This is an optimization exercise on Yosys and OpenROAD, whose aim is small area, a short achievable clock period and few clock cycles per item, not a production implementation.
The RTL was checked by simulation tests, not by an equivalence proof against the original design.
Power and IR drop assume default switching activity.

== willow ==
// cuckoo_insert_ctrl
module cuckoo_insert_ctrl
#(
  parameter int DATA_W    = cuckoo_pkg::DATA_W_DEF,
  parameter int IDX_W     = cuckoo_pkg::IDX_W_DEF,
  parameter int MAX_KICKS = cuckoo_pkg::MAX_KICKS_DEF
) (
  input  logic              clk,
  input  logic              rst,
  input  logic              req_valid,
  output logic              req_ready,
  input  logic [DATA_W-1:0] req_key,
  input  logic [IDX_W-1:0]  req_idx1,
  input  logic [IDX_W-1:0]  req_idx2,
  input  logic              clear,
  output logic              done_valid,
  output logic [1:0]        done_status,
  output logic [IDX_W:0]    done_kicks,
  output logic [DATA_W-1:0] orphan_key,
  output logic [IDX_W+1:0]  occupancy,
  input  logic              rd_tbl,
  input  logic [IDX_W-1:0]  rd_idx,
  output logic              rd_valid,
  output logic [DATA_W-1:0] rd_key
);
export LEC_CHECK = 0
export CAP_MARGIN = 20
export CORE_MARGIN = 2
export CORE_UTILIZATION = 40
export CTS_CLUSTER_DIAMETER = 60
export CTS_CLUSTER_SIZE = 24
export SETUP_SLACK_MARGIN = 1.8
export SLEW_MARGIN = 20
export TNS_END_PERCENT = 10
create_clock -name core_clock -period 7.0 [get_ports {clk}]
standard.sh (not shown) runs the stock make flow with config.mk's settings and CLKGATE_MAP_FILE= SYNTH_SCRIPT=/design/flow/synth_recipe.tcl, a recipe that flattens the netlist after the stock synthesis.
==> flow/flow/run.sh <==
#!/bin/bash
# The standard layout (standard.sh, unchanged), except that buffer_ports
# gives every input and output port a sky130_fd_sc_hd__buf_4 rather than its
# default pick (a slow delay cell), which otherwise makes the I/O paths the
# critical ones and drives a lot of extra repair buffering.
# make's full output goes to standard.log; ORFS keeps each step's own log
# under orfs/logs/.
set -euo pipefail
export BUFFER_PORTS_ARGS="-buffer_cell sky130_fd_sc_hd__buf_4"
bash standard.sh > standard.log 2>&1
Testbench counts of willow, summed over its fixed seeds: cycles 3,425, items 2,535.
[inputs] zinc vs willow
# willow
export LEC_CHECK = 0
export CAP_MARGIN = 20
export CORE_MARGIN = 2
export CORE_UTILIZATION = 40
export CTS_CLUSTER_DIAMETER = 60
export CTS_CLUSTER_SIZE = 24
export SETUP_SLACK_MARGIN = 1.8
export SLEW_MARGIN = 20
export TNS_END_PERCENT = 10
create_clock -name core_clock -period 7.0 [get_ports {clk}]
# zinc
export LEC_CHECK = 0
export CAP_MARGIN = 20
export CORE_MARGIN = 2
export CORE_UTILIZATION = 40
export CTS_CLUSTER_DIAMETER = 60
export CTS_CLUSTER_SIZE = 24
export SETUP_SLACK_MARGIN = 1.2
export SLEW_MARGIN = 20
export TNS_END_PERCENT = 10
create_clock -name core_clock -period 7.0 [get_ports {clk}]
### Flow results
Diff willow..zinc | max-cap violation count | unchanged. In summary, zinc completed successfully, with a layout that passed the timing, DRC and antenna checks. Number of global-route vias before repair of zinc falls short of that of willow slightly. zinc reports its capturing instance or port of the critical path as rd_key[7] while willow reports rd_key[22]. Compared with willow, zinc shows achievable frequency that has gone down by a little under 10%. Against willow as the reference, zinc delivers a higher share of power burned in the clock network.
--- input diff zinc..juniper ---
# zinc
export LEC_CHECK = 0
export CAP_MARGIN = 20
export CORE_MARGIN = 2
export CORE_UTILIZATION = 40
export CTS_CLUSTER_DIAMETER = 60
export CTS_CLUSTER_SIZE = 24
export SETUP_SLACK_MARGIN = 1.2
export SLEW_MARGIN = 20
export TNS_END_PERCENT = 10
create_clock -name core_clock -period 7.0 [get_ports {clk}]
# juniper
export LEC_CHECK = 0
export CAP_MARGIN = 20
export CORE_MARGIN = 2
export CORE_UTILIZATION = 40
export CTS_CLUSTER_DIAMETER = 70
export CTS_CLUSTER_SIZE = 26
export SETUP_SLACK_MARGIN = 1.8
export SLEW_MARGIN = 20
export TNS_END_PERCENT = 10
create_clock -name core_clock -period 7.0 [get_ports {clk}]
- Higher headroom to the max-slew limit was reported by zinc, not juniper.
- Compared with zinc, juniper shows a layout overhead on the synthesized area that is 2.7 points higher.
- Post-route setup TNS: juniper vs zinc identical
- In juniper, the switching power total came out 130 uW below the value in zinc.
- juniper ended up with rd_idx[4] as its startpoint of the most critical setup path; zinc ended up with rd_idx[0].
- The higher combinational share of power came out of juniper.

---

Another version of the RTL of cuckoo_insert_ctrl (not shown whole).
For scale: ~6400 cells after synthesis, roughly 0.10 mm^2 of cells after synthesis.
export LEC_CHECK = 0
export CAP_MARGIN = 20
export CORE_MARGIN = 2
export CORE_UTILIZATION = 40
export CTS_CLUSTER_DIAMETER = 70
export CTS_CLUSTER_SIZE = 26
export SETUP_SLACK_MARGIN = 1.8
export SLEW_MARGIN = 20
export SYNTH_HIERARCHICAL = 1
export TNS_END_PERCENT = 10
create_clock -name core_clock -period 7.0 [get_ports {clk}]
Scripts as last shown in full above: flow/flow/run.sh
The first run completed without violations.
Testbench counts at the start, summed over its fixed seeds: cycles 3,425, items 2,535.
Next try:
Settings changed: CTS_CLUSTER_DIAMETER 70 to 60, CTS_CLUSTER_SIZE 26 to 24.
=>
- design area rose slightly
- synthesized cell count does not change
- wire length is about the same
- worst hold slack got worse by 21 ps
- power rose by a few percent
- via count rose slightly
- fmax is about the same
- count of clock-buffer cells in the layout rose by 14
- synthesized area is unchanged
- cell count rose slightly
- clock power rose by roughly a tenth

## re-timing with driven ports
The results above use ideal ports. As a check the final layouts listed here were re-extracted and re-timed, cells and wires unchanged. Step 1: set_driving_cell puts a clkbuf_16 on clk and a buf_2 on each other input, an assumption about the parent block. Step 2, shift: input delay + t, output delay - t, t = (earliest + latest rising clock arrival at the registers) / 2. This alone moves slack from input paths to output paths. a / b / c = ideal / step 1 / step 2; a / b = the first two.
run	t (ns)	setup slack, ns	cell pins on the clock port's net
willow	0.992	1.480 / 1.372 / 0.637	1
zinc	0.981	1.027 / 0.901 / 0.249	1
juniper	0.963	1.476 / 1.346 / 0.668	1
the first run of note 2	0.954	1.518 / 1.411 / 0.574	1
the second run of note 2	0.962	1.519 / 1.413 / 0.550	1
After both steps every run listed still meets setup and hold. The setup slack of the second run of note 2, which loses most, moves by -0.106 ns with the drivers and by -0.969 ns with both steps.
